What follows belongs to an exercise in optimizing a design on an open flow for small area, a short achievable clock period and few clock cycles per item; a production flow would make more cautious choices. The RTL was checked by simulation tests, not by an equivalence proof against the original design. Power and IR drop assume default switching activity.

File: design/flow/run.sh
#!/bin/bash
# synth_recipe.tcl (not shown) runs the flow's synth.tcl, then flattens the netlist and writes it again
# the make line also repeats each setting of config.mk as NAME=value (left out here)
make -C /OpenROAD-flow-scripts/flow DESIGN_CONFIG=/design/flow/config.mk WORK_HOME=/design/flow/orfs CLKGATE_MAP_FILE= SYNTH_SCRIPT=/design/flow/synth_recipe.tcl finish
File: design/flow/config.mk
export PLATFORM = sky130hd
export DESIGN_NAME = palette_color_quantizer
export DESIGN_NICKNAME = palette_color_quantizer
export VERILOG_FILES = /design/flow/design.v
export SDC_FILE = /design/flow/constraint.sdc
export NUM_CORES = 4
export LEC_CHECK = 0
export CAP_MARGIN = 20
export CELL_PAD_IN_SITES_DETAIL_PLACEMENT = 1
export CORE_MARGIN = 2
export CORE_UTILIZATION = 35
export CTS_CLUSTER_SIZE = 30
export PLACE_DENSITY = 0.5
export SETUP_SLACK_MARGIN = 2.0
export SLEW_MARGIN = 20
File: design/flow/constraint.sdc
create_clock -name core_clock -period 5.0 [get_ports {clock}]
set_input_delay 1.0000 -clock core_clock [delete_from_list [all_inputs] [get_ports {clock}]]
set_output_delay 1.0000 -clock core_clock [all_outputs]
set_load 0.01 [all_outputs]
File: design/flow/design.v
`default_nettype none
package pcq_pkg;
   localparam int CHAN_W      = 8;
   localparam int INDEX_W     = 6;
   localparam int COUNT_W     = 7;
   localparam int MODE_W      = 2;
   localparam int DIST_W      = 18;    
   localparam int COLOR_W     = 3 * CHAN_W;
   localparam int POST_BIAS   = 42;
   localparam int POST_STEP   = 85;
   localparam logic [MODE_W-1:0] MODE_PASS      = 2'd0;
   localparam logic [MODE_W-1:0] MODE_POSTERIZE = 2'd1;
   localparam logic [MODE_W-1:0] MODE_PALETTE   = 2'd2;
   localparam logic [COUNT_W-1:0] COUNT_RESET = 7'd16;
endpackage
`default_nettype wire
`default_nettype none
import pcq_pkg::*;
module pcq_dist
(
   input  logic                 clock,
   input  logic [COLOR_W-1:0]   pixel,
   input  logic [COLOR_W-1:0]   entry,
   output logic [DIST_W-1:0]    dsq
);
   logic [8:0]  y0, y1, y2;
   logic [23:0] a_ff;      
   logic [2:0]  s_ff;      
   logic [51:0] b_ff;
   logic [DIST_W-1:0] dist_ff;
   assign y0 = {1'b0, pixel[7:0]}   - {1'b0, entry[7:0]};
   assign y1 = {1'b0, pixel[15:8]}  - {1'b0, entry[15:8]};
   assign y2 = {1'b0, pixel[23:16]} - {1'b0, entry[23:16]};
   always_ff @(posedge clock) begin
      s_ff <= {y2[8], y1[8], y0[8]};
      a_ff <= {y2[7:0], y1[7:0], y0[7:0]};
   end
   wire t_w0 = a_ff[1] & ~a_ff[0];
   wire t_w1 = a_ff[1] & a_ff[0];
   wire t_w2 = a_ff[2] & ~a_ff[1];
   wire t_w3 = a_ff[2] & a_ff[1];
   wire t_w4 = a_ff[3] & ~a_ff[2];
   wire t_w5 = a_ff[3] & a_ff[2];
   wire t_w6 = a_ff[4] & ~a_ff[3];
   wire t_w7 = a_ff[4] & a_ff[3];
   wire t_w8 = a_ff[5] & ~a_ff[4];
   wire t_w9 = a_ff[5] & a_ff[4];
   wire t_w10 = a_ff[6] & ~a_ff[5];
   wire t_w11 = a_ff[6] & a_ff[5];
   wire t_w12 = a_ff[7] & ~a_ff[6];
   wire t_w13 = a_ff[7] & a_ff[6];
   wire t_w14 = a_ff[0] & a_ff[2];
   wire t_w15 = a_ff[0] & a_ff[3];
   wire t_w16 = a_ff[0] & a_ff[4];
   wire t_w17 = a_ff[0] & a_ff[5];
   wire t_w18 = a_ff[0] & a_ff[6];
   wire t_w19 = a_ff[0] & a_ff[7];
   wire t_w20 = a_ff[1] & a_ff[3];
   wire t_w21 = a_ff[1] & a_ff[4];
   wire t_w22 = a_ff[1] & a_ff[5];
   wire t_w23 = a_ff[1] & a_ff[6];
   wire t_w24 = a_ff[1] & a_ff[7];
   wire t_w25 = a_ff[2] & a_ff[4];
   wire t_w26 = a_ff[2] & a_ff[5];
   wire t_w27 = a_ff[2] & a_ff[6];
   wire t_w28 = a_ff[2] & a_ff[7];
   wire t_w29 = a_ff[3] & a_ff[5];
   wire t_w30 = a_ff[3] & a_ff[6];
   wire t_w31 = a_ff[3] & a_ff[7];
   wire t_w32 = a_ff[4] & a_ff[6];
   wire t_w33 = a_ff[4] & a_ff[7];
   wire t_w34 = a_ff[5] & a_ff[7];
   wire t_w35 = ~(s_ff[0] & a_ff[0]);
   wire t_w36 = ~(s_ff[0] & a_ff[1]);
   wire t_w37 = ~(s_ff[0] & a_ff[2]);
   wire t_w38 = ~(s_ff[0] & a_ff[3]);
   wire t_w39 = ~(s_ff[0] & a_ff[4]);
   wire t_w40 = ~(s_ff[0] & a_ff[5]);
   wire t_w41 = ~(s_ff[0] & a_ff[6]);
   wire t_w42 = ~(s_ff[0] & a_ff[7]);
   wire t_w43 = a_ff[9] & ~a_ff[8];
   wire t_w44 = a_ff[9] & a_ff[8];
   wire t_w45 = a_ff[10] & ~a_ff[9];
   wire t_w46 = a_ff[10] & a_ff[9];
   wire t_w47 = a_ff[11] & ~a_ff[10];
   wire t_w48 = a_ff[11] & a_ff[10];
   wire t_w49 = a_ff[12] & ~a_ff[11];
   wire t_w50 = a_ff[12] & a_ff[11];
   wire t_w51 = a_ff[13] & ~a_ff[12];
   wire t_w52 = a_ff[13] & a_ff[12];
   wire t_w53 = a_ff[14] & ~a_ff[13];
   wire t_w54 = a_ff[14] & a_ff[13];
   wire t_w55 = a_ff[15] & ~a_ff[14];
   wire t_w56 = a_ff[15] & a_ff[14];
   wire t_w57 = a_ff[8] & a_ff[10];
   wire t_w58 = a_ff[8] & a_ff[11];
   wire t_w59 = a_ff[8] & a_ff[12];
   wire t_w60 = a_ff[8] & a_ff[13];
   wire t_w61 = a_ff[8] & a_ff[14];
   wire t_w62 = a_ff[8] & a_ff[15];
   wire t_w63 = a_ff[9] & a_ff[11];
   wire t_w64 = a_ff[9] & a_ff[12];
   wire t_w65 = a_ff[9] & a_ff[13];
   wire t_w66 = a_ff[9] & a_ff[14];
   wire t_w67 = a_ff[9] & a_ff[15];
   wire t_w68 = a_ff[10] & a_ff[12];
   wire t_w69 = a_ff[10] & a_ff[13];
   wire t_w70 = a_ff[10] & a_ff[14];
   wire t_w71 = a_ff[10] & a_ff[15];
   wire t_w72 = a_ff[11] & a_ff[13];
   wire t_w73 = a_ff[11] & a_ff[14];
   wire t_w74 = a_ff[11] & a_ff[15];
   wire t_w75 = a_ff[12] & a_ff[14];
   wire t_w76 = a_ff[12] & a_ff[15];
   wire t_w77 = a_ff[13] & a_ff[15];
   wire t_w78 = ~(s_ff[1] & a_ff[8]);
   wire t_w79 = ~(s_ff[1] & a_ff[9]);
   wire t_w80 = ~(s_ff[1] & a_ff[10]);
   wire t_w81 = ~(s_ff[1] & a_ff[11]);
   wire t_w82 = ~(s_ff[1] & a_ff[12]);
   wire t_w83 = ~(s_ff[1] & a_ff[13]);
   wire t_w84 = ~(s_ff[1] & a_ff[14]);
   wire t_w85 = ~(s_ff[1] & a_ff[15]);
   wire t_w86 = a_ff[17] & ~a_ff[16];
   wire t_w87 = a_ff[17] & a_ff[16];
   wire t_w88 = a_ff[18] & ~a_ff[17];
   wire t_w89 = a_ff[18] & a_ff[17];
   wire t_w90 = a_ff[19] & ~a_ff[18];
   wire t_w91 = a_ff[19] & a_ff[18];
   wire t_w92 = a_ff[20] & ~a_ff[19];
   wire t_w93 = a_ff[20] & a_ff[19];
   wire t_w94 = a_ff[21] & ~a_ff[20];
   wire t_w95 = a_ff[21] & a_ff[20];
   wire t_w96 = a_ff[22] & ~a_ff[21];
   wire t_w97 = a_ff[22] & a_ff[21];
   wire t_w98 = a_ff[23] & ~a_ff[22];
   wire t_w99 = a_ff[23] & a_ff[22];
   wire t_w100 = a_ff[16] & a_ff[18];
   wire t_w101 = a_ff[16] & a_ff[19];
   wire t_w102 = a_ff[16] & a_ff[20];
   wire t_w103 = a_ff[16] & a_ff[21];
   wire t_w104 = a_ff[16] & a_ff[22];
   wire t_w105 = a_ff[16] & a_ff[23];
   wire t_w106 = a_ff[17] & a_ff[19];
   wire t_w107 = a_ff[17] & a_ff[20];
   wire t_w108 = a_ff[17] & a_ff[21];
   wire t_w109 = a_ff[17] & a_ff[22];
   wire t_w110 = a_ff[17] & a_ff[23];
   wire t_w111 = a_ff[18] & a_ff[20];
   wire t_w112 = a_ff[18] & a_ff[21];
   wire t_w113 = a_ff[18] & a_ff[22];
   wire t_w114 = a_ff[18] & a_ff[23];
   wire t_w115 = a_ff[19] & a_ff[21];
   wire t_w116 = a_ff[19] & a_ff[22];
   wire t_w117 = a_ff[19] & a_ff[23];
   wire t_w118 = a_ff[20] & a_ff[22];
   wire t_w119 = a_ff[20] & a_ff[23];
   wire t_w120 = a_ff[21] & a_ff[23];
   wire t_w121 = ~(s_ff[2] & a_ff[16]);
   wire t_w122 = ~(s_ff[2] & a_ff[17]);
   wire t_w123 = ~(s_ff[2] & a_ff[18]);
   wire t_w124 = ~(s_ff[2] & a_ff[19]);
   wire t_w125 = ~(s_ff[2] & a_ff[20]);
   wire t_w126 = ~(s_ff[2] & a_ff[21]);
   wire t_w127 = ~(s_ff[2] & a_ff[22]);
   wire t_w128 = ~(s_ff[2] & a_ff[23]);
   wire t_w129 = t_w7 ^ t_w24 ^ t_w27;
   wire t_w130 = (t_w7 & t_w24) | (t_w7 & t_w27) | (t_w24 & t_w27);
   wire t_w131 = t_w29 ^ t_w35;
   wire t_w132 = t_w29 & t_w35;
   wire t_w133 = t_w8 ^ t_w28 ^ t_w30;
   wire t_w134 = (t_w8 & t_w28) | (t_w8 & t_w30) | (t_w28 & t_w30);
   wire t_w135 = t_w5 ^ t_w18 ^ t_w22;
   wire t_w136 = (t_w5 & t_w18) | (t_w5 & t_w22) | (t_w18 & t_w22);
   wire t_w137 = t_w25 ^ t_w48;
   wire t_w138 = t_w25 & t_w48;
   wire t_w139 = t_w6 ^ t_w19 ^ t_w23;
   wire t_w140 = (t_w6 & t_w19) | (t_w6 & t_w23) | (t_w19 & t_w23);
   wire t_w141 = t_w26 ^ t_w49 ^ t_w62;
   wire t_w142 = (t_w26 & t_w49) | (t_w26 & t_w62) | (t_w49 & t_w62);
   wire t_w143 = t_w66 ^ t_w69;
   wire t_w144 = t_w66 & t_w69;
   wire t_w145 = t_w129 ^ t_w131 ^ t_w50;
   wire t_w146 = (t_w129 & t_w131) | (t_w129 & t_w50) | (t_w131 & t_w50);
   wire t_w147 = t_w67 ^ t_w70 ^ t_w72;
   wire t_w148 = (t_w67 & t_w70) | (t_w67 & t_w72) | (t_w70 & t_w72);
   wire t_w149 = t_w78 ^ t_w93 ^ t_w110;
   wire t_w150 = (t_w78 & t_w93) | (t_w78 & t_w110) | (t_w93 & t_w110);
   wire t_w151 = t_w113 ^ t_w115;
   wire t_w152 = t_w113 & t_w115;
   wire t_w153 = t_w130 ^ t_w132 ^ t_w133;
   wire t_w154 = (t_w130 & t_w132) | (t_w130 & t_w133) | (t_w132 & t_w133);
   wire t_w155 = t_w36 ^ t_w51 ^ t_w71;
   wire t_w156 = (t_w36 & t_w51) | (t_w36 & t_w71) | (t_w51 & t_w71);
   wire t_w157 = t_w73 ^ t_w79 ^ t_w94;
   wire t_w158 = (t_w73 & t_w79) | (t_w73 & t_w94) | (t_w79 & t_w94);
   wire t_w159 = t_w114 ^ t_w116 ^ t_w122;
   wire t_w160 = (t_w114 & t_w116) | (t_w114 & t_w122) | (t_w116 & t_w122);
   wire t_w161 = t_w134 ^ t_w9 ^ t_w31;
   wire t_w162 = (t_w134 & t_w9) | (t_w134 & t_w31) | (t_w9 & t_w31);
   wire t_w163 = t_w32 ^ t_w37 ^ t_w52;
   wire t_w164 = (t_w32 & t_w37) | (t_w32 & t_w52) | (t_w37 & t_w52);
   wire t_w165 = t_w74 ^ t_w75 ^ t_w80;
   wire t_w166 = (t_w74 & t_w75) | (t_w74 & t_w80) | (t_w75 & t_w80);
   wire t_w167 = t_w95 ^ t_w117 ^ t_w118;
   wire t_w168 = (t_w95 & t_w117) | (t_w95 & t_w118) | (t_w117 & t_w118);
   wire t_w169 = t_w10 ^ t_w33 ^ t_w38;
   wire t_w170 = (t_w10 & t_w33) | (t_w10 & t_w38) | (t_w33 & t_w38);
   wire t_w171 = t_w53 ^ t_w76 ^ t_w81;
   wire t_w172 = (t_w53 & t_w76) | (t_w53 & t_w81) | (t_w76 & t_w81);
   wire t_w173 = t_w11 ^ t_w34 ^ t_w39;
   wire t_w174 = (t_w11 & t_w34) | (t_w11 & t_w39) | (t_w34 & t_w39);
   wire t_w175 = t_w3 ^ t_w16 ^ t_w20;
   wire t_w176 = (t_w3 & t_w16) | (t_w3 & t_w20) | (t_w16 & t_w20);
   wire t_w177 = t_w46 ^ t_w59;
   wire t_w178 = t_w46 & t_w59;
   wire t_w179 = t_w4 ^ t_w17 ^ t_w21;
   wire t_w180 = (t_w4 & t_w17) | (t_w4 & t_w21) | (t_w17 & t_w21);
   wire t_w181 = t_w47 ^ t_w60 ^ t_w64;
   wire t_w182 = (t_w47 & t_w60) | (t_w47 & t_w64) | (t_w60 & t_w64);
   wire t_w183 = t_w90 ^ t_w103;
   wire t_w184 = t_w90 & t_w103;
   wire t_w185 = t_w135 ^ t_w137 ^ t_w61;
   wire t_w186 = (t_w135 & t_w137) | (t_w135 & t_w61) | (t_w137 & t_w61);
   wire t_w187 = t_w65 ^ t_w68 ^ t_w91;
   wire t_w188 = (t_w65 & t_w68) | (t_w65 & t_w91) | (t_w68 & t_w91);
   wire t_w189 = t_w104 ^ t_w108 ^ t_w111;
   wire t_w190 = (t_w104 & t_w108) | (t_w104 & t_w111) | (t_w108 & t_w111);
   wire t_w191 = t_w136 ^ t_w138 ^ t_w139;
   wire t_w192 = (t_w136 & t_w138) | (t_w136 & t_w139) | (t_w138 & t_w139);
   wire t_w193 = t_w141 ^ t_w143 ^ t_w92;
   wire t_w194 = (t_w141 & t_w143) | (t_w141 & t_w92) | (t_w143 & t_w92);
   wire t_w195 = t_w105 ^ t_w109 ^ t_w112;
   wire t_w196 = (t_w105 & t_w109) | (t_w105 & t_w112) | (t_w109 & t_w112);
   wire t_w197 = t_w140 ^ t_w142 ^ t_w144;
   wire t_w198 = (t_w140 & t_w142) | (t_w140 & t_w144) | (t_w142 & t_w144);
   wire t_w199 = t_w145 ^ t_w147 ^ t_w149;
   wire t_w200 = (t_w145 & t_w147) | (t_w145 & t_w149) | (t_w147 & t_w149);
   wire t_w201 = t_w151 ^ t_w121 ^ 1'b1;
   wire t_w202 = (t_w151 & t_w121) | (t_w151 & 1'b1) | (t_w121 & 1'b1);
   wire t_w203 = t_w146 ^ t_w148 ^ t_w150;
   wire t_w204 = (t_w146 & t_w148) | (t_w146 & t_w150) | (t_w148 & t_w150);
   wire t_w205 = t_w152 ^ t_w153 ^ t_w155;
   wire t_w206 = (t_w152 & t_w153) | (t_w152 & t_w155) | (t_w153 & t_w155);
   wire t_w207 = t_w157 ^ t_w159 ^ 1'b1;
   wire t_w208 = (t_w157 & t_w159) | (t_w157 & 1'b1) | (t_w159 & 1'b1);
   wire t_w209 = t_w154 ^ t_w156 ^ t_w158;
   wire t_w210 = (t_w154 & t_w156) | (t_w154 & t_w158) | (t_w156 & t_w158);
   wire t_w211 = t_w160 ^ t_w161 ^ t_w163;
   wire t_w212 = (t_w160 & t_w161) | (t_w160 & t_w163) | (t_w161 & t_w163);
   wire t_w213 = t_w165 ^ t_w167 ^ t_w123;
   wire t_w214 = (t_w165 & t_w167) | (t_w165 & t_w123) | (t_w167 & t_w123);
   wire t_w215 = t_w162 ^ t_w164 ^ t_w166;
   wire t_w216 = (t_w162 & t_w164) | (t_w162 & t_w166) | (t_w164 & t_w166);
   wire t_w217 = t_w168 ^ t_w169 ^ t_w171;
   wire t_w218 = (t_w168 & t_w169) | (t_w168 & t_w171) | (t_w169 & t_w171);
   wire t_w219 = t_w96 ^ t_w119 ^ t_w124;
   wire t_w220 = (t_w96 & t_w119) | (t_w96 & t_w124) | (t_w119 & t_w124);
   wire t_w221 = t_w170 ^ t_w172 ^ t_w173;
   wire t_w222 = (t_w170 & t_w172) | (t_w170 & t_w173) | (t_w172 & t_w173);
   wire t_w223 = t_w54 ^ t_w77 ^ t_w82;
   wire t_w224 = (t_w54 & t_w77) | (t_w54 & t_w82) | (t_w77 & t_w82);
   wire t_w225 = t_w97 ^ t_w120 ^ t_w125;
   wire t_w226 = (t_w97 & t_w120) | (t_w97 & t_w125) | (t_w120 & t_w125);
   wire t_w227 = t_w174 ^ t_w12 ^ t_w40;
   wire t_w228 = (t_w174 & t_w12) | (t_w174 & t_w40) | (t_w12 & t_w40);
   wire t_w229 = t_w55 ^ t_w83 ^ t_w98;
   wire t_w230 = (t_w55 & t_w83) | (t_w55 & t_w98) | (t_w83 & t_w98);
   wire t_w231 = t_w13 ^ t_w41 ^ t_w56;
   wire t_w232 = (t_w13 & t_w41) | (t_w13 & t_w56) | (t_w41 & t_w56);
   wire t_w233 = t_w42 ^ s_ff[0];
   wire t_w234 = t_w42 & s_ff[0];
   wire t_w235 = t_w1 ^ t_w14 ^ t_w44;
   wire t_w236 = (t_w1 & t_w14) | (t_w1 & t_w44) | (t_w14 & t_w44);
   wire t_w237 = t_w2 ^ t_w15 ^ t_w45;
   wire t_w238 = (t_w2 & t_w15) | (t_w2 & t_w45) | (t_w15 & t_w45);
   wire t_w239 = t_w58 ^ t_w88;
   wire t_w240 = t_w58 & t_w88;
   wire t_w241 = t_w175 ^ t_w177 ^ t_w63;
   wire t_w242 = (t_w175 & t_w177) | (t_w175 & t_w63) | (t_w177 & t_w63);
   wire t_w243 = t_w89 ^ t_w102 ^ t_w106;
   wire t_w244 = (t_w89 & t_w102) | (t_w89 & t_w106) | (t_w102 & t_w106);
   wire t_w245 = t_w176 ^ t_w178 ^ t_w179;
   wire t_w246 = (t_w176 & t_w178) | (t_w176 & t_w179) | (t_w178 & t_w179);
   wire t_w247 = t_w181 ^ t_w183 ^ t_w107;
   wire t_w248 = (t_w181 & t_w183) | (t_w181 & t_w107) | (t_w183 & t_w107);
   wire t_w249 = t_w180 ^ t_w182 ^ t_w184;
   wire t_w250 = (t_w180 & t_w182) | (t_w180 & t_w184) | (t_w182 & t_w184);
   wire t_w251 = t_w185 ^ t_w187 ^ t_w189;
   wire t_w252 = (t_w185 & t_w187) | (t_w185 & t_w189) | (t_w187 & t_w189);
   wire t_w253 = t_w186 ^ t_w188 ^ t_w190;
   wire t_w254 = (t_w186 & t_w188) | (t_w186 & t_w190) | (t_w188 & t_w190);
   wire t_w255 = t_w191 ^ t_w193 ^ t_w195;
   wire t_w256 = (t_w191 & t_w193) | (t_w191 & t_w195) | (t_w193 & t_w195);
   wire t_w257 = t_w192 ^ t_w194 ^ t_w196;
   wire t_w258 = (t_w192 & t_w194) | (t_w192 & t_w196) | (t_w194 & t_w196);
   wire t_w259 = t_w197 ^ t_w199 ^ t_w201;
   wire t_w260 = (t_w197 & t_w199) | (t_w197 & t_w201) | (t_w199 & t_w201);
   wire t_w261 = t_w198 ^ t_w200 ^ t_w202;
   wire t_w262 = (t_w198 & t_w200) | (t_w198 & t_w202) | (t_w200 & t_w202);
   wire t_w263 = t_w203 ^ t_w205 ^ t_w207;
   wire t_w264 = (t_w203 & t_w205) | (t_w203 & t_w207) | (t_w205 & t_w207);
   wire t_w265 = t_w204 ^ t_w206 ^ t_w208;
   wire t_w266 = (t_w204 & t_w206) | (t_w204 & t_w208) | (t_w206 & t_w208);
   wire t_w267 = t_w209 ^ t_w211 ^ t_w213;
   wire t_w268 = (t_w209 & t_w211) | (t_w209 & t_w213) | (t_w211 & t_w213);
   wire t_w269 = t_w210 ^ t_w212 ^ t_w214;
   wire t_w270 = (t_w210 & t_w212) | (t_w210 & t_w214) | (t_w212 & t_w214);
   wire t_w271 = t_w215 ^ t_w217 ^ t_w219;
   wire t_w272 = (t_w215 & t_w217) | (t_w215 & t_w219) | (t_w217 & t_w219);
   wire t_w273 = t_w216 ^ t_w218 ^ t_w220;
   wire t_w274 = (t_w216 & t_w218) | (t_w216 & t_w220) | (t_w218 & t_w220);
   wire t_w275 = t_w221 ^ t_w223 ^ t_w225;
   wire t_w276 = (t_w221 & t_w223) | (t_w221 & t_w225) | (t_w223 & t_w225);
   wire t_w277 = t_w222 ^ t_w224 ^ t_w226;
   wire t_w278 = (t_w222 & t_w224) | (t_w222 & t_w226) | (t_w224 & t_w226);
   wire t_w279 = t_w227 ^ t_w229 ^ t_w126;
   wire t_w280 = (t_w227 & t_w229) | (t_w227 & t_w126) | (t_w229 & t_w126);
   wire t_w281 = t_w228 ^ t_w230 ^ t_w231;
   wire t_w282 = (t_w228 & t_w230) | (t_w228 & t_w231) | (t_w230 & t_w231);
   wire t_w283 = t_w84 ^ t_w99 ^ t_w127;
   wire t_w284 = (t_w84 & t_w99) | (t_w84 & t_w127) | (t_w99 & t_w127);
   wire t_w285 = t_w232 ^ t_w233 ^ t_w85;
   wire t_w286 = (t_w232 & t_w233) | (t_w232 & t_w85) | (t_w233 & t_w85);
   wire t_w287 = s_ff[1] ^ t_w128 ^ s_ff[2];
   wire t_w288 = (s_ff[1] & t_w128) | (s_ff[1] & s_ff[2]) | (t_w128 & s_ff[2]);
   wire t_w289 = t_w235 ^ t_w57;
   wire t_w290 = t_w235 & t_w57;
   wire t_w291 = t_w236 ^ t_w237 ^ t_w239;
   wire t_w292 = (t_w236 & t_w237) | (t_w236 & t_w239) | (t_w237 & t_w239);
   wire t_w293 = t_w238 ^ t_w240 ^ t_w241;
   wire t_w294 = (t_w238 & t_w240) | (t_w238 & t_w241) | (t_w240 & t_w241);
   wire t_w295 = t_w242 ^ t_w244 ^ t_w245;
   wire t_w296 = (t_w242 & t_w244) | (t_w242 & t_w245) | (t_w244 & t_w245);
   wire t_w297 = t_w246 ^ t_w248 ^ t_w249;
   wire t_w298 = (t_w246 & t_w248) | (t_w246 & t_w249) | (t_w248 & t_w249);
   wire t_w299 = t_w250 ^ t_w252 ^ t_w253;
   wire t_w300 = (t_w250 & t_w252) | (t_w250 & t_w253) | (t_w252 & t_w253);
   wire t_w301 = t_w254 ^ t_w256 ^ t_w257;
   wire t_w302 = (t_w254 & t_w256) | (t_w254 & t_w257) | (t_w256 & t_w257);
   wire t_w303 = t_w258 ^ t_w260 ^ t_w261;
   wire t_w304 = (t_w258 & t_w260) | (t_w258 & t_w261) | (t_w260 & t_w261);
   wire t_w305 = t_w262 ^ t_w264 ^ t_w265;
   wire t_w306 = (t_w262 & t_w264) | (t_w262 & t_w265) | (t_w264 & t_w265);
   wire t_w307 = t_w266 ^ t_w268 ^ t_w269;
   wire t_w308 = (t_w266 & t_w268) | (t_w266 & t_w269) | (t_w268 & t_w269);
   wire t_w309 = t_w270 ^ t_w272 ^ t_w273;
   wire t_w310 = (t_w270 & t_w272) | (t_w270 & t_w273) | (t_w272 & t_w273);
   wire t_w311 = t_w274 ^ t_w276 ^ t_w277;
   wire t_w312 = (t_w274 & t_w276) | (t_w274 & t_w277) | (t_w276 & t_w277);
   wire t_w313 = t_w278 ^ t_w280 ^ t_w281;
   wire t_w314 = (t_w278 & t_w280) | (t_w278 & t_w281) | (t_w280 & t_w281);
   wire t_w315 = t_w282 ^ t_w284 ^ t_w285;
   wire t_w316 = (t_w282 & t_w284) | (t_w282 & t_w285) | (t_w284 & t_w285);
   wire t_w317 = t_w286 ^ t_w288 ^ t_w234;
   wire t_w318 = (t_w286 & t_w288) | (t_w286 & t_w234) | (t_w288 & t_w234);
   always_ff @(posedge clock) begin
      b_ff <= {t_w318, 1'b1, t_w317, t_w316, t_w287, t_w315, t_w314, t_w283, t_w313, t_w312, t_w279, t_w311, t_w310, t_w275, t_w309, t_w308, t_w271, t_w307, t_w306, t_w267, t_w305, t_w304, t_w263, t_w303, t_w302, t_w259, t_w301, t_w300, t_w255, t_w299, t_w298, t_w251, t_w297, t_w296, t_w247, t_w295, t_w294, t_w243, t_w293, t_w292, t_w101, t_w291, t_w290, t_w100, t_w87, t_w289, t_w86, t_w43, t_w0, a_ff[16], a_ff[8], a_ff[0]};
   end
   wire u_w0 = b_ff[0] ^ b_ff[1];
   wire u_w1 = b_ff[0] & b_ff[1];
   wire u_w2 = b_ff[3] ^ b_ff[4];
   wire u_w3 = b_ff[3] & b_ff[4];
   wire u_w4 = b_ff[6] ^ b_ff[7] ^ b_ff[8];
   wire u_w5 = (b_ff[6] & b_ff[7]) | (b_ff[6] & b_ff[8]) | (b_ff[7] & b_ff[8]);
   wire u_w6 = b_ff[9] ^ b_ff[10] ^ b_ff[11];
   wire u_w7 = (b_ff[9] & b_ff[10]) | (b_ff[9] & b_ff[11]) | (b_ff[10] & b_ff[11]);
   wire u_w8 = b_ff[12] ^ b_ff[13] ^ b_ff[14];
   wire u_w9 = (b_ff[12] & b_ff[13]) | (b_ff[12] & b_ff[14]) | (b_ff[13] & b_ff[14]);
   wire u_w10 = b_ff[15] ^ b_ff[16] ^ b_ff[17];
   wire u_w11 = (b_ff[15] & b_ff[16]) | (b_ff[15] & b_ff[17]) | (b_ff[16] & b_ff[17]);
   wire u_w12 = b_ff[18] ^ b_ff[19] ^ b_ff[20];
   wire u_w13 = (b_ff[18] & b_ff[19]) | (b_ff[18] & b_ff[20]) | (b_ff[19] & b_ff[20]);
   wire u_w14 = b_ff[21] ^ b_ff[22] ^ b_ff[23];
   wire u_w15 = (b_ff[21] & b_ff[22]) | (b_ff[21] & b_ff[23]) | (b_ff[22] & b_ff[23]);
   wire u_w16 = b_ff[24] ^ b_ff[25] ^ b_ff[26];
   wire u_w17 = (b_ff[24] & b_ff[25]) | (b_ff[24] & b_ff[26]) | (b_ff[25] & b_ff[26]);
   wire u_w18 = b_ff[27] ^ b_ff[28] ^ b_ff[29];
   wire u_w19 = (b_ff[27] & b_ff[28]) | (b_ff[27] & b_ff[29]) | (b_ff[28] & b_ff[29]);
   wire u_w20 = b_ff[30] ^ b_ff[31] ^ b_ff[32];
   wire u_w21 = (b_ff[30] & b_ff[31]) | (b_ff[30] & b_ff[32]) | (b_ff[31] & b_ff[32]);
   wire u_w22 = b_ff[33] ^ b_ff[34] ^ b_ff[35];
   wire u_w23 = (b_ff[33] & b_ff[34]) | (b_ff[33] & b_ff[35]) | (b_ff[34] & b_ff[35]);
   wire u_w24 = b_ff[36] ^ b_ff[37] ^ b_ff[38];
   wire u_w25 = (b_ff[36] & b_ff[37]) | (b_ff[36] & b_ff[38]) | (b_ff[37] & b_ff[38]);
   wire u_w26 = b_ff[39] ^ b_ff[40] ^ b_ff[41];
   wire u_w27 = (b_ff[39] & b_ff[40]) | (b_ff[39] & b_ff[41]) | (b_ff[40] & b_ff[41]);
   wire u_w28 = b_ff[42] ^ b_ff[43] ^ b_ff[44];
   wire u_w29 = (b_ff[42] & b_ff[43]) | (b_ff[42] & b_ff[44]) | (b_ff[43] & b_ff[44]);
   wire u_w30 = b_ff[45] ^ b_ff[46] ^ b_ff[47];
   wire u_w31 = (b_ff[45] & b_ff[46]) | (b_ff[45] & b_ff[47]) | (b_ff[46] & b_ff[47]);
   wire u_w32 = b_ff[48] ^ b_ff[49] ^ b_ff[50];
   wire u_w33 = (b_ff[48] & b_ff[49]) | (b_ff[48] & b_ff[50]) | (b_ff[49] & b_ff[50]);
   always_ff @(posedge clock) begin
      dist_ff <= {u_w31, u_w29, u_w27, u_w25, u_w23, u_w21, u_w19, u_w17, u_w15, u_w13, u_w11, u_w9, u_w7, u_w5, u_w3, u_w2, u_w1, u_w0} +
                 {u_w32, u_w30, u_w28, u_w26, u_w24, u_w22, u_w20, u_w18, u_w16, u_w14, u_w12, u_w10, u_w8, u_w6, u_w4, b_ff[5], 1'b0, b_ff[2]};
   end
   assign dsq = dist_ff;
endmodule
`default_nettype wire
`default_nettype none
import pcq_pkg::*;
module palette_color_quantizer
#(
   parameter int PALETTE_DEPTH = 64
) (
   input  wire         clock,
   input  wire         reset,
   input  wire         req_valid,
   output logic        req_stall,
   input  wire  [30:0] req_data,
   output logic        rsp_valid,
   input  wire         rsp_stall,
   output logic [29:0] rsp_data,
   input  wire         csr_valid,
   output logic        csr_ready,
   input  wire  [0:0]  csr_index,
   input  wire  [6:0]  csr_wdata
);
   localparam int P    = 16;       
   localparam int F    = 8;        
   logic [MODE_W-1:0]   color_mode_ff;
   logic [COUNT_W-1:0]  palette_count_ff;
   logic [6:0]          search_n;         
   logic [1:0]            last_row;         
   logic                pal_mode;
   logic [30:0]         rq_ff;
   logic                rq_v_ff;
   logic                stall_ff;
   logic [1:0]            row_ff;
   logic [COLOR_W-1:0]  rq_color;
   logic                rq_write;
   logic                cap;
   logic                issue;
   logic                issue_last;
   logic                wr_now;
   logic                rq_v_in;
   logic [1:0]            row_in;
   logic                rq_write_in;
   logic [3:0]            cnt_ff, cnt_in;
   logic                stall_in;
   logic [COLOR_W-1:0]  palette_mem [0:63];
   logic [COLOR_W-1:0]  ent [0:P-1];
   logic [DIST_W-1:0]   dist_c [0:P-1];
   logic             ka_v, ka_first, ka_last;
   logic [1:0]       ka_row;
   logic [4:0]       ka_lim;
   logic             kb_v, kb_first, kb_last;
   logic [1:0]       kb_row;
   logic [4:0]       kb_lim;
   logic             kc_v, kc_first, kc_last;
   logic [1:0]       kc_row;
   logic [4:0]       kc_lim;
   logic             kt2_v, kt2_first, kt2_last;
   logic [1:0]       kt2_row;
   logic [4:0]       kt2_lim;
   logic             ke_v, ke_first, ke_last;
   logic [1:0]       ke_row;
   logic [4:0]       ke_lim;
   logic [DIST_W-1:0] n1_0_d;
   logic [1:0] n1_0_i;
   logic [3:0] n1_0_v, n1_0_s;
   logic n1_0_c01;
   logic n1_0_c02;
   logic n1_0_c03;
   logic n1_0_c12;
   logic n1_0_c13;
   logic n1_0_c23;
   logic [DIST_W-1:0] n1_1_d;
   logic [1:0] n1_1_i;
   logic [3:0] n1_1_v, n1_1_s;
   logic n1_1_c01;
   logic n1_1_c02;
   logic n1_1_c03;
   logic n1_1_c12;
   logic n1_1_c13;
   logic n1_1_c23;
   logic [DIST_W-1:0] n1_2_d;
   logic [1:0] n1_2_i;
   logic [3:0] n1_2_v, n1_2_s;
   logic n1_2_c01;
   logic n1_2_c02;
   logic n1_2_c03;
   logic n1_2_c12;
   logic n1_2_c13;
   logic n1_2_c23;
   logic [DIST_W-1:0] n1_3_d;
   logic [1:0] n1_3_i;
   logic [3:0] n1_3_v, n1_3_s;
   logic n1_3_c01;
   logic n1_3_c02;
   logic n1_3_c03;
   logic n1_3_c12;
   logic n1_3_c13;
   logic n1_3_c23;
   logic [DIST_W-1:0] rt2_0_d;
   logic [1:0] rt2_0_i;
   logic [DIST_W-1:0] rt2_1_d;
   logic [1:0] rt2_1_i;
   logic [DIST_W-1:0] rt2_2_d;
   logic [1:0] rt2_2_i;
   logic [DIST_W-1:0] rt2_3_d;
   logic [1:0] rt2_3_i;
   logic [DIST_W-1:0] n2_0_d;
   logic [3:0] n2_0_i;
   logic [3:0] n2_0_v, n2_0_s;
   logic n2_0_c01;
   logic n2_0_c02;
   logic n2_0_c03;
   logic n2_0_c12;
   logic n2_0_c13;
   logic n2_0_c23;
   logic [DIST_W-1:0] re_0_d;
   logic [3:0] re_0_i;
   logic [DIST_W-1:0]   best_d_ff;
   logic [5:0]          best_i_ff;
   logic                acc_take;
   logic [DIST_W-1:0]   acc_d;
   logic [5:0]          acc_i;
   logic [5:0]          root_idx;
   logic [5:0]          fq_ff [0:F-1];
   logic [F-1:0]        fv_ff;
   logic                push;
   logic                load;
   logic                rsp_valid_ff;
   logic [29:0]         rsp_data_ff;
   logic [29:0]         rsp_data_in;
   logic [COLOR_W-1:0]  np_color_ff;
   logic [63:0]         head_oh;
   logic [COLOR_W-1:0]  head_color;
   assign rq_color = rq_ff[29:6];
   assign rq_write = rq_ff[30];
   assign pal_mode = (color_mode_ff == MODE_PALETTE);
   localparam int POST_T1 = POST_STEP - POST_BIAS;
   localparam int POST_T2 = 2 * POST_STEP - POST_BIAS;
   localparam int POST_T3 = 3 * POST_STEP - POST_BIAS;
   function automatic logic [CHAN_W-1:0] posterize(input logic [CHAN_W-1:0] c);
      logic [CHAN_W-1:0] level;
      if (32'(c) < POST_T1) begin
         level = '0;
      end else if (32'(c) < POST_T2) begin
         level = CHAN_W'(POST_STEP);
      end else if (32'(c) < POST_T3) begin
         level = CHAN_W'(2 * POST_STEP);
      end else begin
         level = CHAN_W'(3 * POST_STEP);
      end
      posterize = level;
   endfunction
   always_comb begin
      if (palette_count_ff == '0) begin
         search_n = 7'd1;
      end else if (palette_count_ff > 7'd64) begin
         search_n = 7'd64;
      end else begin
         search_n = palette_count_ff;
      end
   end
   assign last_row = 2'((search_n - 7'd1) >> 4);
   assign csr_ready = 1'b1;
   assign req_stall = stall_ff;
   assign cap        = req_valid && !stall_ff;
   assign issue      = rq_v_ff && !rq_write;
   assign issue_last = !pal_mode || (row_ff == last_row);
   assign wr_now     = rq_v_ff && rq_write && (cnt_ff == '0);
   always_comb begin
      rq_v_in     = rq_v_ff;
      row_in      = row_ff;
      rq_write_in = rq_write;
      if (cap) begin
         rq_v_in     = 1'b1;
         row_in      = '0;
         rq_write_in = req_data[30];
      end else if (issue) begin
         if (issue_last) begin
            rq_v_in = 1'b0;
         end else begin
            row_in = row_ff + 2'(1);
         end
      end else if (wr_now) begin
         rq_v_in = 1'b0;
      end
   end
   always_comb begin
      cnt_in = cnt_ff;
      if (cap && !req_data[30] && !load) begin
         cnt_in = cnt_ff + 4'(1);
      end else if (load && !(cap && !req_data[30])) begin
         cnt_in = cnt_ff - 4'(1);
      end
   end
   assign stall_in = (cnt_in >= 4'(F)) ||
                     (rq_v_in && rq_write_in && (cnt_in != '0)) ||
                     (rq_v_in && !rq_write_in && pal_mode && (row_in != last_row)) ||
                     (!pal_mode && (cnt_in != '0));
   always_ff @(posedge clock) begin
      if (!stall_ff) begin
         rq_ff <= req_data;
      end
      if (wr_now) begin
         palette_mem[rq_ff[5:0]] <= rq_color;
      end
   end
   always_ff @(posedge clock) begin
      if (reset) begin
         rq_v_ff          <= 1'b0;
         stall_ff         <= 1'b0;
         cnt_ff           <= '0;
         color_mode_ff    <= MODE_PASS;
         palette_count_ff <= COUNT_RESET;
      end else begin
         rq_v_ff  <= rq_v_in;
         stall_ff <= stall_in;
         cnt_ff   <= cnt_in;
         if (csr_valid) begin
            if (csr_index == 1'b0) begin
               color_mode_ff <= csr_wdata[MODE_W-1:0];
            end else begin
               palette_count_ff <= csr_wdata;
            end
         end
      end
      row_ff <= row_in;
   end
   always_comb begin
         ent[0] = palette_mem[{row_ff, 4'd0}];
         ent[1] = palette_mem[{row_ff, 4'd1}];
         ent[2] = palette_mem[{row_ff, 4'd2}];
         ent[3] = palette_mem[{row_ff, 4'd3}];
         ent[4] = palette_mem[{row_ff, 4'd4}];
         ent[5] = palette_mem[{row_ff, 4'd5}];
         ent[6] = palette_mem[{row_ff, 4'd6}];
         ent[7] = palette_mem[{row_ff, 4'd7}];
         ent[8] = palette_mem[{row_ff, 4'd8}];
         ent[9] = palette_mem[{row_ff, 4'd9}];
         ent[10] = palette_mem[{row_ff, 4'd10}];
         ent[11] = palette_mem[{row_ff, 4'd11}];
         ent[12] = palette_mem[{row_ff, 4'd12}];
         ent[13] = palette_mem[{row_ff, 4'd13}];
         ent[14] = palette_mem[{row_ff, 4'd14}];
         ent[15] = palette_mem[{row_ff, 4'd15}];
   end
   pcq_dist u_dist_0 (.clock(clock), .pixel(rq_color), .entry(ent[0]), .dsq(dist_c[0]));
   pcq_dist u_dist_1 (.clock(clock), .pixel(rq_color), .entry(ent[1]), .dsq(dist_c[1]));
   pcq_dist u_dist_2 (.clock(clock), .pixel(rq_color), .entry(ent[2]), .dsq(dist_c[2]));
   pcq_dist u_dist_3 (.clock(clock), .pixel(rq_color), .entry(ent[3]), .dsq(dist_c[3]));
   pcq_dist u_dist_4 (.clock(clock), .pixel(rq_color), .entry(ent[4]), .dsq(dist_c[4]));
   pcq_dist u_dist_5 (.clock(clock), .pixel(rq_color), .entry(ent[5]), .dsq(dist_c[5]));
   pcq_dist u_dist_6 (.clock(clock), .pixel(rq_color), .entry(ent[6]), .dsq(dist_c[6]));
   pcq_dist u_dist_7 (.clock(clock), .pixel(rq_color), .entry(ent[7]), .dsq(dist_c[7]));
   pcq_dist u_dist_8 (.clock(clock), .pixel(rq_color), .entry(ent[8]), .dsq(dist_c[8]));
   pcq_dist u_dist_9 (.clock(clock), .pixel(rq_color), .entry(ent[9]), .dsq(dist_c[9]));
   pcq_dist u_dist_10 (.clock(clock), .pixel(rq_color), .entry(ent[10]), .dsq(dist_c[10]));
   pcq_dist u_dist_11 (.clock(clock), .pixel(rq_color), .entry(ent[11]), .dsq(dist_c[11]));
   pcq_dist u_dist_12 (.clock(clock), .pixel(rq_color), .entry(ent[12]), .dsq(dist_c[12]));
   pcq_dist u_dist_13 (.clock(clock), .pixel(rq_color), .entry(ent[13]), .dsq(dist_c[13]));
   pcq_dist u_dist_14 (.clock(clock), .pixel(rq_color), .entry(ent[14]), .dsq(dist_c[14]));
   pcq_dist u_dist_15 (.clock(clock), .pixel(rq_color), .entry(ent[15]), .dsq(dist_c[15]));
   always_ff @(posedge clock) begin
      if (reset) begin
         ka_v <= 1'b0;
         kb_v <= 1'b0;
         kc_v <= 1'b0;
         kt2_v <= 1'b0;
         ke_v <= 1'b0;
      end else begin
         ka_v <= issue;
         kb_v <= ka_v;
         kc_v <= kb_v;
         kt2_v <= kc_v;
         ke_v <= kt2_v;
      end
      ka_first <= (row_ff == '0);
      ka_last  <= issue_last;
      ka_row   <= row_ff;
      ka_lim   <= (row_ff == last_row) ? 5'(search_n - 7'({row_ff, 4'd0})) : 5'(P);
      kb_first <= ka_first;
      kb_last  <= ka_last;
      kb_row   <= ka_row;
      kb_lim   <= ka_lim;
      kc_first <= kb_first;
      kc_last  <= kb_last;
      kc_row   <= kb_row;
      kc_lim   <= kb_lim;
      kt2_first <= kc_first;
      kt2_last  <= kc_last;
      kt2_row   <= kc_row;
      kt2_lim   <= kc_lim;
      ke_first <= kt2_first;
      ke_last  <= kt2_last;
      ke_row   <= kt2_row;
      ke_lim   <= kt2_lim;
   end
   assign n1_0_v[0] = (kc_lim > 5'd0);
   assign n1_0_v[1] = (kc_lim > 5'd1);
   assign n1_0_v[2] = (kc_lim > 5'd2);
   assign n1_0_v[3] = (kc_lim > 5'd3);
   assign n1_0_c01 = (dist_c[1] < dist_c[0]);
   assign n1_0_c02 = (dist_c[2] < dist_c[0]);
   assign n1_0_c03 = (dist_c[3] < dist_c[0]);
   assign n1_0_c12 = (dist_c[2] < dist_c[1]);
   assign n1_0_c13 = (dist_c[3] < dist_c[1]);
   assign n1_0_c23 = (dist_c[3] < dist_c[2]);
   assign n1_0_s[0] = n1_0_v[0] && (!n1_0_v[1] || !n1_0_c01) && (!n1_0_v[2] || !n1_0_c02) && (!n1_0_v[3] || !n1_0_c03);
   assign n1_0_s[1] = n1_0_v[1] && n1_0_c01 && (!n1_0_v[2] || !n1_0_c12) && (!n1_0_v[3] || !n1_0_c13);
   assign n1_0_s[2] = n1_0_v[2] && n1_0_c02 && n1_0_c12 && (!n1_0_v[3] || !n1_0_c23);
   assign n1_0_s[3] = n1_0_v[3] && n1_0_c03 && n1_0_c13 && n1_0_c23;
   assign n1_0_d = ({DIST_W{n1_0_s[0]}} & dist_c[0]) | ({DIST_W{n1_0_s[1]}} & dist_c[1]) | ({DIST_W{n1_0_s[2]}} & dist_c[2]) | ({DIST_W{n1_0_s[3]}} & dist_c[3]);
   assign n1_0_i = {n1_0_s[3] | n1_0_s[2], n1_0_s[3] | n1_0_s[1]};
   assign n1_1_v[0] = (kc_lim > 5'd4);
   assign n1_1_v[1] = (kc_lim > 5'd5);
   assign n1_1_v[2] = (kc_lim > 5'd6);
   assign n1_1_v[3] = (kc_lim > 5'd7);
   assign n1_1_c01 = (dist_c[5] < dist_c[4]);
   assign n1_1_c02 = (dist_c[6] < dist_c[4]);
   assign n1_1_c03 = (dist_c[7] < dist_c[4]);
   assign n1_1_c12 = (dist_c[6] < dist_c[5]);
   assign n1_1_c13 = (dist_c[7] < dist_c[5]);
   assign n1_1_c23 = (dist_c[7] < dist_c[6]);
   assign n1_1_s[0] = n1_1_v[0] && (!n1_1_v[1] || !n1_1_c01) && (!n1_1_v[2] || !n1_1_c02) && (!n1_1_v[3] || !n1_1_c03);
   assign n1_1_s[1] = n1_1_v[1] && n1_1_c01 && (!n1_1_v[2] || !n1_1_c12) && (!n1_1_v[3] || !n1_1_c13);
   assign n1_1_s[2] = n1_1_v[2] && n1_1_c02 && n1_1_c12 && (!n1_1_v[3] || !n1_1_c23);
   assign n1_1_s[3] = n1_1_v[3] && n1_1_c03 && n1_1_c13 && n1_1_c23;
   assign n1_1_d = ({DIST_W{n1_1_s[0]}} & dist_c[4]) | ({DIST_W{n1_1_s[1]}} & dist_c[5]) | ({DIST_W{n1_1_s[2]}} & dist_c[6]) | ({DIST_W{n1_1_s[3]}} & dist_c[7]);
   assign n1_1_i = {n1_1_s[3] | n1_1_s[2], n1_1_s[3] | n1_1_s[1]};
   assign n1_2_v[0] = (kc_lim > 5'd8);
   assign n1_2_v[1] = (kc_lim > 5'd9);
   assign n1_2_v[2] = (kc_lim > 5'd10);
   assign n1_2_v[3] = (kc_lim > 5'd11);
   assign n1_2_c01 = (dist_c[9] < dist_c[8]);
   assign n1_2_c02 = (dist_c[10] < dist_c[8]);
   assign n1_2_c03 = (dist_c[11] < dist_c[8]);
   assign n1_2_c12 = (dist_c[10] < dist_c[9]);
   assign n1_2_c13 = (dist_c[11] < dist_c[9]);
   assign n1_2_c23 = (dist_c[11] < dist_c[10]);
   assign n1_2_s[0] = n1_2_v[0] && (!n1_2_v[1] || !n1_2_c01) && (!n1_2_v[2] || !n1_2_c02) && (!n1_2_v[3] || !n1_2_c03);
   assign n1_2_s[1] = n1_2_v[1] && n1_2_c01 && (!n1_2_v[2] || !n1_2_c12) && (!n1_2_v[3] || !n1_2_c13);
   assign n1_2_s[2] = n1_2_v[2] && n1_2_c02 && n1_2_c12 && (!n1_2_v[3] || !n1_2_c23);
   assign n1_2_s[3] = n1_2_v[3] && n1_2_c03 && n1_2_c13 && n1_2_c23;
   assign n1_2_d = ({DIST_W{n1_2_s[0]}} & dist_c[8]) | ({DIST_W{n1_2_s[1]}} & dist_c[9]) | ({DIST_W{n1_2_s[2]}} & dist_c[10]) | ({DIST_W{n1_2_s[3]}} & dist_c[11]);
   assign n1_2_i = {n1_2_s[3] | n1_2_s[2], n1_2_s[3] | n1_2_s[1]};
   assign n1_3_v[0] = (kc_lim > 5'd12);
   assign n1_3_v[1] = (kc_lim > 5'd13);
   assign n1_3_v[2] = (kc_lim > 5'd14);
   assign n1_3_v[3] = (kc_lim > 5'd15);
   assign n1_3_c01 = (dist_c[13] < dist_c[12]);
   assign n1_3_c02 = (dist_c[14] < dist_c[12]);
   assign n1_3_c03 = (dist_c[15] < dist_c[12]);
   assign n1_3_c12 = (dist_c[14] < dist_c[13]);
   assign n1_3_c13 = (dist_c[15] < dist_c[13]);
   assign n1_3_c23 = (dist_c[15] < dist_c[14]);
   assign n1_3_s[0] = n1_3_v[0] && (!n1_3_v[1] || !n1_3_c01) && (!n1_3_v[2] || !n1_3_c02) && (!n1_3_v[3] || !n1_3_c03);
   assign n1_3_s[1] = n1_3_v[1] && n1_3_c01 && (!n1_3_v[2] || !n1_3_c12) && (!n1_3_v[3] || !n1_3_c13);
   assign n1_3_s[2] = n1_3_v[2] && n1_3_c02 && n1_3_c12 && (!n1_3_v[3] || !n1_3_c23);
   assign n1_3_s[3] = n1_3_v[3] && n1_3_c03 && n1_3_c13 && n1_3_c23;
   assign n1_3_d = ({DIST_W{n1_3_s[0]}} & dist_c[12]) | ({DIST_W{n1_3_s[1]}} & dist_c[13]) | ({DIST_W{n1_3_s[2]}} & dist_c[14]) | ({DIST_W{n1_3_s[3]}} & dist_c[15]);
   assign n1_3_i = {n1_3_s[3] | n1_3_s[2], n1_3_s[3] | n1_3_s[1]};
   assign n2_0_v[0] = (kt2_lim > 5'd0);
   assign n2_0_v[1] = (kt2_lim > 5'd4);
   assign n2_0_v[2] = (kt2_lim > 5'd8);
   assign n2_0_v[3] = (kt2_lim > 5'd12);
   assign n2_0_c01 = (rt2_1_d < rt2_0_d);
   assign n2_0_c02 = (rt2_2_d < rt2_0_d);
   assign n2_0_c03 = (rt2_3_d < rt2_0_d);
   assign n2_0_c12 = (rt2_2_d < rt2_1_d);
   assign n2_0_c13 = (rt2_3_d < rt2_1_d);
   assign n2_0_c23 = (rt2_3_d < rt2_2_d);
   assign n2_0_s[0] = n2_0_v[0] && (!n2_0_v[1] || !n2_0_c01) && (!n2_0_v[2] || !n2_0_c02) && (!n2_0_v[3] || !n2_0_c03);
   assign n2_0_s[1] = n2_0_v[1] && n2_0_c01 && (!n2_0_v[2] || !n2_0_c12) && (!n2_0_v[3] || !n2_0_c13);
   assign n2_0_s[2] = n2_0_v[2] && n2_0_c02 && n2_0_c12 && (!n2_0_v[3] || !n2_0_c23);
   assign n2_0_s[3] = n2_0_v[3] && n2_0_c03 && n2_0_c13 && n2_0_c23;
   assign n2_0_d = ({DIST_W{n2_0_s[0]}} & rt2_0_d) | ({DIST_W{n2_0_s[1]}} & rt2_1_d) | ({DIST_W{n2_0_s[2]}} & rt2_2_d) | ({DIST_W{n2_0_s[3]}} & rt2_3_d);
   assign n2_0_i = {{n2_0_s[3] | n2_0_s[2], n2_0_s[3] | n2_0_s[1]}, ({2{n2_0_s[0]}} & rt2_0_i) | ({2{n2_0_s[1]}} & rt2_1_i) | ({2{n2_0_s[2]}} & rt2_2_i) | ({2{n2_0_s[3]}} & rt2_3_i)};
   always_ff @(posedge clock) begin
      rt2_0_d <= n1_0_d;
      rt2_0_i <= n1_0_i;
      rt2_1_d <= n1_1_d;
      rt2_1_i <= n1_1_i;
      rt2_2_d <= n1_2_d;
      rt2_2_i <= n1_2_i;
      rt2_3_d <= n1_3_d;
      rt2_3_i <= n1_3_i;
      re_0_d <= n2_0_d;
      re_0_i <= n2_0_i;
   end
   assign root_idx = {ke_row, re_0_i};
   assign acc_take = ke_first || (re_0_d < best_d_ff);
   assign acc_d    = acc_take ? re_0_d : best_d_ff;
   assign acc_i    = acc_take ? root_idx : best_i_ff;
   always_ff @(posedge clock) begin
      best_d_ff <= acc_d;
      best_i_ff <= acc_i;
   end
   assign push = ke_v && ke_last;
   assign load = fv_ff[0] && (!rsp_valid_ff || !rsp_stall);
   always_ff @(posedge clock) begin
      if (reset) begin
         fv_ff <= '0;
      end else if (load && !push) begin
         fv_ff <= {1'b0, fv_ff[F-1:1]};
      end else if (push && !load) begin
         fv_ff <= {fv_ff[F-2:0], 1'b1};
      end
   end
   always_ff @(posedge clock) begin
      if (load) begin
         if (push && fv_ff[0] && !fv_ff[1]) fq_ff[0] <= acc_i;
         else fq_ff[0] <= fq_ff[1];
      end else if (push && !fv_ff[0]) begin
         fq_ff[0] <= acc_i;
      end
      if (load) begin
         if (push && fv_ff[1] && !fv_ff[2]) fq_ff[1] <= acc_i;
         else fq_ff[1] <= fq_ff[2];
      end else if (push && !fv_ff[1] && fv_ff[0]) begin
         fq_ff[1] <= acc_i;
      end
      if (load) begin
         if (push && fv_ff[2] && !fv_ff[3]) fq_ff[2] <= acc_i;
         else fq_ff[2] <= fq_ff[3];
      end else if (push && !fv_ff[2] && fv_ff[1]) begin
         fq_ff[2] <= acc_i;
      end
      if (load) begin
         if (push && fv_ff[3] && !fv_ff[4]) fq_ff[3] <= acc_i;
         else fq_ff[3] <= fq_ff[4];
      end else if (push && !fv_ff[3] && fv_ff[2]) begin
         fq_ff[3] <= acc_i;
      end
      if (load) begin
         if (push && fv_ff[4] && !fv_ff[5]) fq_ff[4] <= acc_i;
         else fq_ff[4] <= fq_ff[5];
      end else if (push && !fv_ff[4] && fv_ff[3]) begin
         fq_ff[4] <= acc_i;
      end
      if (load) begin
         if (push && fv_ff[5] && !fv_ff[6]) fq_ff[5] <= acc_i;
         else fq_ff[5] <= fq_ff[6];
      end else if (push && !fv_ff[5] && fv_ff[4]) begin
         fq_ff[5] <= acc_i;
      end
      if (load) begin
         if (push && fv_ff[6] && !fv_ff[7]) fq_ff[6] <= acc_i;
         else fq_ff[6] <= fq_ff[7];
      end else if (push && !fv_ff[6] && fv_ff[5]) begin
         fq_ff[6] <= acc_i;
      end
      if (load) begin
         if (push && fv_ff[7]) fq_ff[7] <= acc_i;
         else fq_ff[7] <= fq_ff[7];
      end else if (push && !fv_ff[7] && fv_ff[6]) begin
         fq_ff[7] <= acc_i;
      end
   end
   always_ff @(posedge clock) begin
      if (color_mode_ff == MODE_POSTERIZE) begin
         np_color_ff <= {posterize(rq_color[23:16]), posterize(rq_color[15:8]),
                         posterize(rq_color[7:0])};
      end else begin
         np_color_ff <= rq_color;
      end
   end
   assign head_oh = 64'd1 << fq_ff[0];
   always_comb begin
      head_color = '0;
      for (int j = 0; j < 64; j++) begin
         head_color = head_color | ({COLOR_W{head_oh[j]}} & palette_mem[j]);
      end
   end
   always_comb begin
      if (pal_mode) begin
         rsp_data_in = {head_color, fq_ff[0]};
      end else begin
         rsp_data_in = {np_color_ff, 6'd0};
      end
   end
   always_ff @(posedge clock) begin
      if (reset) begin
         rsp_valid_ff <= 1'b0;
      end else if (!rsp_valid_ff || !rsp_stall) begin
         rsp_valid_ff <= fv_ff[0];
      end
      if (load) begin
         rsp_data_ff <= rsp_data_in;
      end
   end
   assign rsp_valid = rsp_valid_ff;
   assign rsp_data  = rsp_data_ff;
endmodule
`default_nettype wire
==> qor_table.md, run 1 <==
| Stage | Quantity | Value |
| --- | --- | --- |
| route | DR DRC count | 0 |
| timing | Post-route setup slack | 1550 ps |
| yosys | Ranking of synthesized cells by area | edfxtp_1 (26%), dfxtp_1 (18%), fa_1 (16%) |
| yosys | Most instantiated cells after synthesis | dfxtp_1 (1723), inv_1 (1720), edfxtp_1 (1663) |
| yosys | Total standard cell area after synthesis | 194000 um2 |
| global routing | Remaining Overflow, GRT | 0 |
| timing | Transition time at the pin with the least slew margin | 1210 ps |
| timing | Timing-limited maximum frequency | 290 MHz |
| timing | Post-layout minimum cycle time | 3450 ps |
| critical path | Master of the slowest instance on the critical path | mux4_2 |
| yosys | Synth Warn # | 7 |
| place | Port Buffer Count | 75 |
| cts | Clock latency at the later pin of the worst-skew pair | 1110 ps |
| yosys | Synth Net Count | 19.0k |
| timing | Final setup violating endpoints | 0 |
| timing | Aggregate negative setup slack | 0 ps |
| worst hold path | Worst hold-check path type | flip-flop to flip-flop |
| timing | Tightest hold margin | 324 ps |
| yosys | Fraction of registers with async set/reset | 0% |
| yosys | Post-synthesis cell type with the largest combined area | edfxtp_1 |
| finish | Proportion of layout cells with a drive suffix above 1 | 25.3% |
| finish | Total Nets Final | 20.4k |
| global routing | Global Route Usage Sum | 31.2% |
| critical path | Cell seen most often among critical-path stages | buf_12 |
| place | Pre-CTS setup slack | 825 ps |
| global routing | Vias in the first global route | 148k |
| place | Instance area after placement | 207000 um2 |
| critical path | Worst Path Class, Setup | flip-flop to flip-flop |
| critical path | Critical Path, Cell by Cell | buf_12 > buf_12 > buf_16 > buf_12 > buf_16 > buf_6 > mux4_2 > clkinvlp_4 > ha_4 > a21o_1 > a21oi_2 > o21bai_1 > a21oi_2 > xnor2_1 |
| cts | Number of buffers created by CTS | 388 |
| finish | Final design area excluding fillers | 241000 um2 |
| cts | Cts hold-fix bufs | 0 |
| yosys | Number of synthesized flops with an enable pin | 1663 |
| power and ir drop | Clock power share | 14.5% |
| cts | Total number of clock tree sinks | 3386 |
| outcome | Result of the run | timing/DRC/antenna clean |
| cts | CTS H-Tree Depth | 5 |
| critical path | CP max FO | 7 |
| timing | Number of pins exceeding their max-slew limit in the final report | 0 |
| floorplan | I/O pin cnt | 77 |
| route | Via density per instance | 5.80 |
| finish | Relative area change from synthesis to final layout | 23.8% |
| place | Half-perimeter wire length after detailed placement | 663000 um |
| power and ir drop | Net switching fraction of the power | 45.4% |
| route | Wirelength per Cell | 36.1 um |
| cts | CTS clock-pin slew for the worst setup and hold paths | 70 ps |
| finish | Fillcell total | 57.1k |
| floorplan | Floorplan core area | 553000 um2 |
| cts | Maximum clock insertion buffer count | 4 |
| timing | Clk_skew | 86.5 ps |
| critical path | Largest delay contributor family on the critical path | buffers and inverters |
| yosys | Most repeated cell in the gate-level netlist after synthesis | dfxtp_1 |
| global routing | Largest net degree at the start of global routing | 84 |
| timing | Max transition margin | 19.3% |
| floorplan | Floorplan die height | 749 um |
| power and ir drop | Part of the total power dissipated in combinational logic | 61.0% |
| yosys | Syn Area/Cell | 12.2 um2 |
| timing | Setup repair after global routing missed its margin | yes |
| critical path | Buf+Inv Stages, Crit Path | 7 |
| route | Count of TritonRoute iterations in the first routing pass | 10 |
| power and ir drop | P_sw | 96.9 mW |
| run | Max Cap Violations | 0 |
| floorplan | Width of the chip | 749 um |
| critical path | Endpoint class of the critical path | flip-flop |
| timing | Period Utilization, post-route | 69.0% |
| yosys | Primary flip-flop cell chosen by synthesis mapping | dfxtp_1 |
| critical path | Worst stage delay on the critical path | 560 ps |
| route | Number of routed nets with antenna violations | 0 |
| place | GP Congestion | 1.07 |
| yosys | Yosys cell types | 87 |
| floorplan | Effective utilization at floorplan | 35.1% |
| route | Vias after detailed routing | 145k |
| floorplan | Row Count | 273 |
| cts | Clock tree from TritonCTS | built |
| power and ir drop | Power per unit of standard cell area | 887 nW/um2 |
| timing | Hold Vio Cnt, Final | 0 |
| power and ir drop | Int Power | 117 mW |
| cts | CTS Root Buffer Type | clkbuf_16 |
| power and ir drop | Share of total power in sequential cells | 24.4% |
| yosys | Share of synthesized area occupied by flip-flops and latches | 43.5% |
| floorplan | Area of the die | 561000 um2 |
| yosys | Area share of the largest cell type after synthesis | 25.7% |
| route | DRT iter0 DRCs | 18.2k |
| power and ir drop | P_leak | 97.4 nW |
| yosys | Flops & latches, synth | 3386 |
| yosys | Cells after Synth | 16.0k |
| finish | Number of flip-flops in the largest register | 1536 |
| global routing | Initial antenna violation count | 92 |
| global routing | First-pass GRT wire length | 1210000 um |
| route | Total Wirelength | 905000 um |
| critical path | Crit path launch | row_ff[0] |
| critical path | Data required, critical path | 5980 ps |
| worst hold path | Hold Crit Start | ka_row[1] |
| critical path | CP Data Arrival Time | 4430 ps |
| critical path | Startpoint type of the worst setup path | flip-flop |
| power and ir drop | Worst IR drop on VDD | 552 uV |
| critical path | R2r startpoint | row_ff[0] |
power by group through the flow:
stage | clock network, mW | registers [mW] | logic (mW)
2_1_floorplan | 0 | 44.6 | 81.8
3_3_place_gp | 0 | 52.7 | 114
3_5_place_dp | 0 | 52.8 | 117
4_1_cts | 31.2 | 52.0 | 125
5_1_grt | 32.3 | 52.9 | 148
6_report | 31.0 | 52.2 | 130
final cells by class:
cell class / instances / area (um2) / share of cell area [%]
inverter: 1721 / 6580 / 2.73
tap: 7287 / 9120 / 3.79
clock buffer: 502 / 10800 / 4.47
antenna: 66 / 165 / 0.0687
multi-input combinational: 10300 / 110000 / 45.7
clock inverter: 215 / 2900 / 1.20
timing repair buffer: 1547 / 15800 / 6.58
sequential: 3386 / 85200 / 35.4
timing repair:
action                      CTS  global route
gates cloned                 23             4
pin swaps                   572           728
setup endpoints to repair  2199          1484
setup buffers               775           293
resized for setup          1488          1172
layout by cell type, fill, tap and decap left out, types with 347 or more instances in the layout:
cell type and instances:
ha_1 1187, clkbuf_16 400, nand2_1 891, fa_1 1387
inv_1 1501, mux4_2 384, a21oi_1 357, buf_4 976
xnor2_1 354, edfxtp_1 1663, nand2b_1 347, and2_1 1072
dfxtp_1 1393, a22oi_1 472
per-layer routing:
metal,share of wire [%],global-route usage (%),vias up
met5,0.14,0.0850,-
met4,9.0,21.7,56
met3,12,10.9,2658
met2,42,45.5,9030
met1,37,38.5,75136
li1,-,-,58253
kinds of logic after synthesis:
family | share of synthesized area (%)
muxes | 4.81
xor gates and xnor gates | 2.75
DFF | 43.5
adders and majority gates | 25.5
other | 0.00193
buffers and inverters | 4.40
and+or+nand+nor | 10.4
AOI/OAI and AO/OA | 8.69
per-stage QoR:
step,util [%],std cells,total power [mW]
2_1_floorplan,-,15953,126
3_3_place_gp,37.4,23137,166
3_5_place_dp,37.5,23145,170
4_1_cts,42.2,24660,209
5_1_grt,43.5,24975,234
6_report,43.5,25024,213
final timing paths:
kind	cells past startpoint	slack, ps	to
worst max-delay path	14	1550	u_dist_9.a_ff[15]
worst min-delay path	0	320	kb_row[1]
worst max register to register	14	1550	u_dist_9.a_ff[15]
worst min register to register	0	320	kb_row[1]
Testbench counts, summed over its fixed seeds: cycles 11,168, pixels 4,096.
==> run 2: changes to the inputs <==
--- a/design/flow/config.mk
+++ b/design/flow/config.mk
@@ -13,3 +13,3 @@
 export PLACE_DENSITY = 0.5
-export SETUP_SLACK_MARGIN = 2.0
+export SETUP_SLACK_MARGIN = 1.6
 export SLEW_MARGIN = 20
==> run 2 against run 1 <==
Synthesized area stayed put. Non-clock buffer count is 800 lower. Cell area is 6.3% lower. Clock skew is 21 ps higher. Synthesized cell count stayed put. Flip-flop and latch count stayed put. Utilization is 2.7 points lower. Clock power hardly changed. Worst setup slack worse by 340 ps. Wire length is 0.17% lower. Die area stayed put. Cell count is 2.9% lower.
==> qor_table.md, run 2 <==
| Stage | Quantity | Value | vs previous |
| --- | --- | --- | --- |
| global routing | Initial antenna violation count | 127 | +38% |
| floorplan | Width of the chip | 749 um | unchanged |
| power and ir drop | P_leak | 91.9 nW | -5.7% |
| finish | Proportion of layout cells with a drive suffix above 1 | 13.5% | -12 points |
| finish | Final design area excluding fillers | 225000 um2 | -6.3% |
| route | Wirelength per Cell | 37.2 um | +2.8% |
| timing | Transition time at the pin with the least slew margin | 1210 ps | +2.48 ps |
| finish | Commonest non-fill, non-tap cells in the layout | inv_1 (1701), edfxtp_1 (1663), dfxtp_1 (1593), fa_1 (1552), ha_1 (1389) |  |
| critical path | Endpoint class of the critical path | flip-flop |  |
| critical path | Worst stage delay on the critical path | 640 ps | +80 ps |
| critical path | Data required, critical path | 5830 ps | -150 ps |
| floorplan | Effective utilization at floorplan | 35.1% | unchanged |
| timing | Max transition margin | 19.1% | -0.17 points |
| global routing | Vias in the first global route | 144k | -2.9% |
| yosys | Synth Warn # | 7 | unchanged |
| floorplan | Floorplan core area | 553000 um2 | unchanged |
| yosys | Cells after Synth | 16.0k | unchanged |
| cts | Cts hold-fix bufs | 0 | unchanged |
| cts | Maximum clock insertion buffer count | 4 | unchanged |
| global routing | Largest net degree at the start of global routing | 84 | unchanged |
| yosys | Most instantiated cells after synthesis | dfxtp_1 (1723), inv_1 (1720), edfxtp_1 (1663) |  |
| yosys | Syn Area/Cell | 12.2 um2 | unchanged |
| place | Port Buffer Count | 75 | unchanged |
| timing | Hold Vio Cnt, Final | 0 | unchanged |
| place | Half-perimeter wire length after detailed placement | 688000 um | +3.8% |
| critical path | Buf+Inv Stages, Crit Path | 2 | -5 |
| power and ir drop | Power per unit of standard cell area | 899 nW/um2 | +1.3% |
| route | Total Wirelength | 903000 um | -0.17% |
| run | Max Cap Violations | 0 | unchanged |
| critical path | Cell seen most often among critical-path stages | buf_4 |  |
| critical path | CP Data Arrival Time | 4620 ps | +190 ps |
| timing | Timing-limited maximum frequency | 264 MHz | -9.0% |
| power and ir drop | Worst IR drop on VDD | 610 uV | +11% |
| route | Via density per instance | 5.79 | -0.20% |
| critical path | Reg2reg setup slack | 1210 ps | -340 ps |
| floorplan | Floorplan die height | 749 um | unchanged |
| outcome | Result of the run | timing/DRC/antenna clean |  |
| route | Number of routed nets with antenna violations | 0 | unchanged |
| cts | Clock latency at the later pin of the worst-skew pair | 1110 ps | about the same |
| floorplan | Row Count | 273 | unchanged |
| cts | CTS clock-pin slew for the worst setup and hold paths | 60 ps | about the same |
| critical path | Master of the slowest instance on the critical path | nor2_4 |  |
| global routing | Remaining Overflow, GRT | 0 | unchanged |
| yosys | Synth Net Count | 19.0k | unchanged |
| timing | Clk_skew | 107 ps | +21.0 ps |
| yosys | Post-synthesis cell type with the largest combined area | edfxtp_1 |  |
| yosys | Number of synthesized flops with an enable pin | 1663 | unchanged |
| timing | Period Utilization, post-route | 75.8% | +6.8 points |
| timing | Post-layout minimum cycle time | 3790 ps | +340 ps |
==> run 2: power by group <==
part / switching, mW / leakage (nW) / internal, mW
sequential: 11.1 / 29.5 / 40.2
combinational: 69.8 / 55.7 / 50.7
clock: 13.0 / 6.61 / 17.7
==> run 2: worst reg2reg max path, cell delays in order, from the launching register on <==
cell	delay, ps
edfxtp_1	490
buf_4	180
nor2b_1	360
nand2_1	440
nor2_4	640
buf_4	470
a22oi_1	170
nand4_1	250
nor3_1	80
a21oi_1	430
==> run 2: layout make-up <==
| cell class | count | area, um2 |
|---|---|---|
| Fill cell | 58056 | 327000 |
| Multi-Input combinational cell | 10295 | 103000 |
| Sequential cell | 3386 | 84600 |
| Clock buffer | 526 | 11000 |
| Tap cell | 7287 | 9120 |
| Timing Repair Buffer | 747 | 8080 |
| Inverter | 1721 | 6490 |
| Clock inverter | 206 | 2500 |
| Antenna cell | 123 | 308 |
==> run 2: logic make-up (layout without fill, tap and decap cells) <==
group | Yosys count | count (layout) | share of synthesized area [%]
adders and majority gates | 2997 | 2997 | 25.5
AOI/OAI and AO/OA | 2417 | 2417 | 8.69
muxes | 446 | 446 | 4.81
xor gates and xnor gates | 610 | 610 | 2.75
DFF | 3386 | 3386 | 43.5
and+or+nand+nor | 3824 | 3824 | 10.4
buffers and inverters | 2272 | 3200 | 4.40
other | 1 | 124 | 0.00193
==> run 2: timing repair <==
| action | CTS | global route |
|---|---|---|
| setup endpoints to repair | 870 | 893 |
| buffers inserted | 152 | 145 |
| gates cloned | 2 | 7 |
| resized for setup | 154 | 252 |
| pin swaps | 73 | 53 |
==> run 2: path summary, 6_finish.rpt <==
| kind | cells past startpoint | end |
|---|---|---|
| setup / recovery | 9 | rsp_data_ff[24] |
| hold reg to reg | 0 | kb_last |
| hold / removal | 0 | kb_last |
| setup reg to reg | 9 | rsp_data_ff[24] |
==> run 2: per-stage QoR <==
step	util [%]	power, mW	hold WS (ps)	setup slack [ps]	instances
floorplan	-	126	310	1410	15953
global placement	37.4	168	310	587	23121
detailed placement	37.4	171	313	600	23128
CTS	40.3	204	324	1410	24014
global route	40.8	223	332	1320	24236
finish	40.8	203	321	1210	24291
==> run 2: metal layers <==
layer  GRT usage, %  vias up  routed length [um]
met3           10.6     2239              101000
met4           19.6       66               69900
met2           46.6     7987              383000
li1               -    56704                   -
met5              0        -                 474
met1           39.8    73610              349000

Setup slack of run 2, layout unchanged: 1.209 ns with ideal ports, 1.209 ns with driving cells assumed (clock clkbuf_16, inputs buf_2), 1.204 ns with port delays also shifted by the 1.173 ns mid clock arrival.
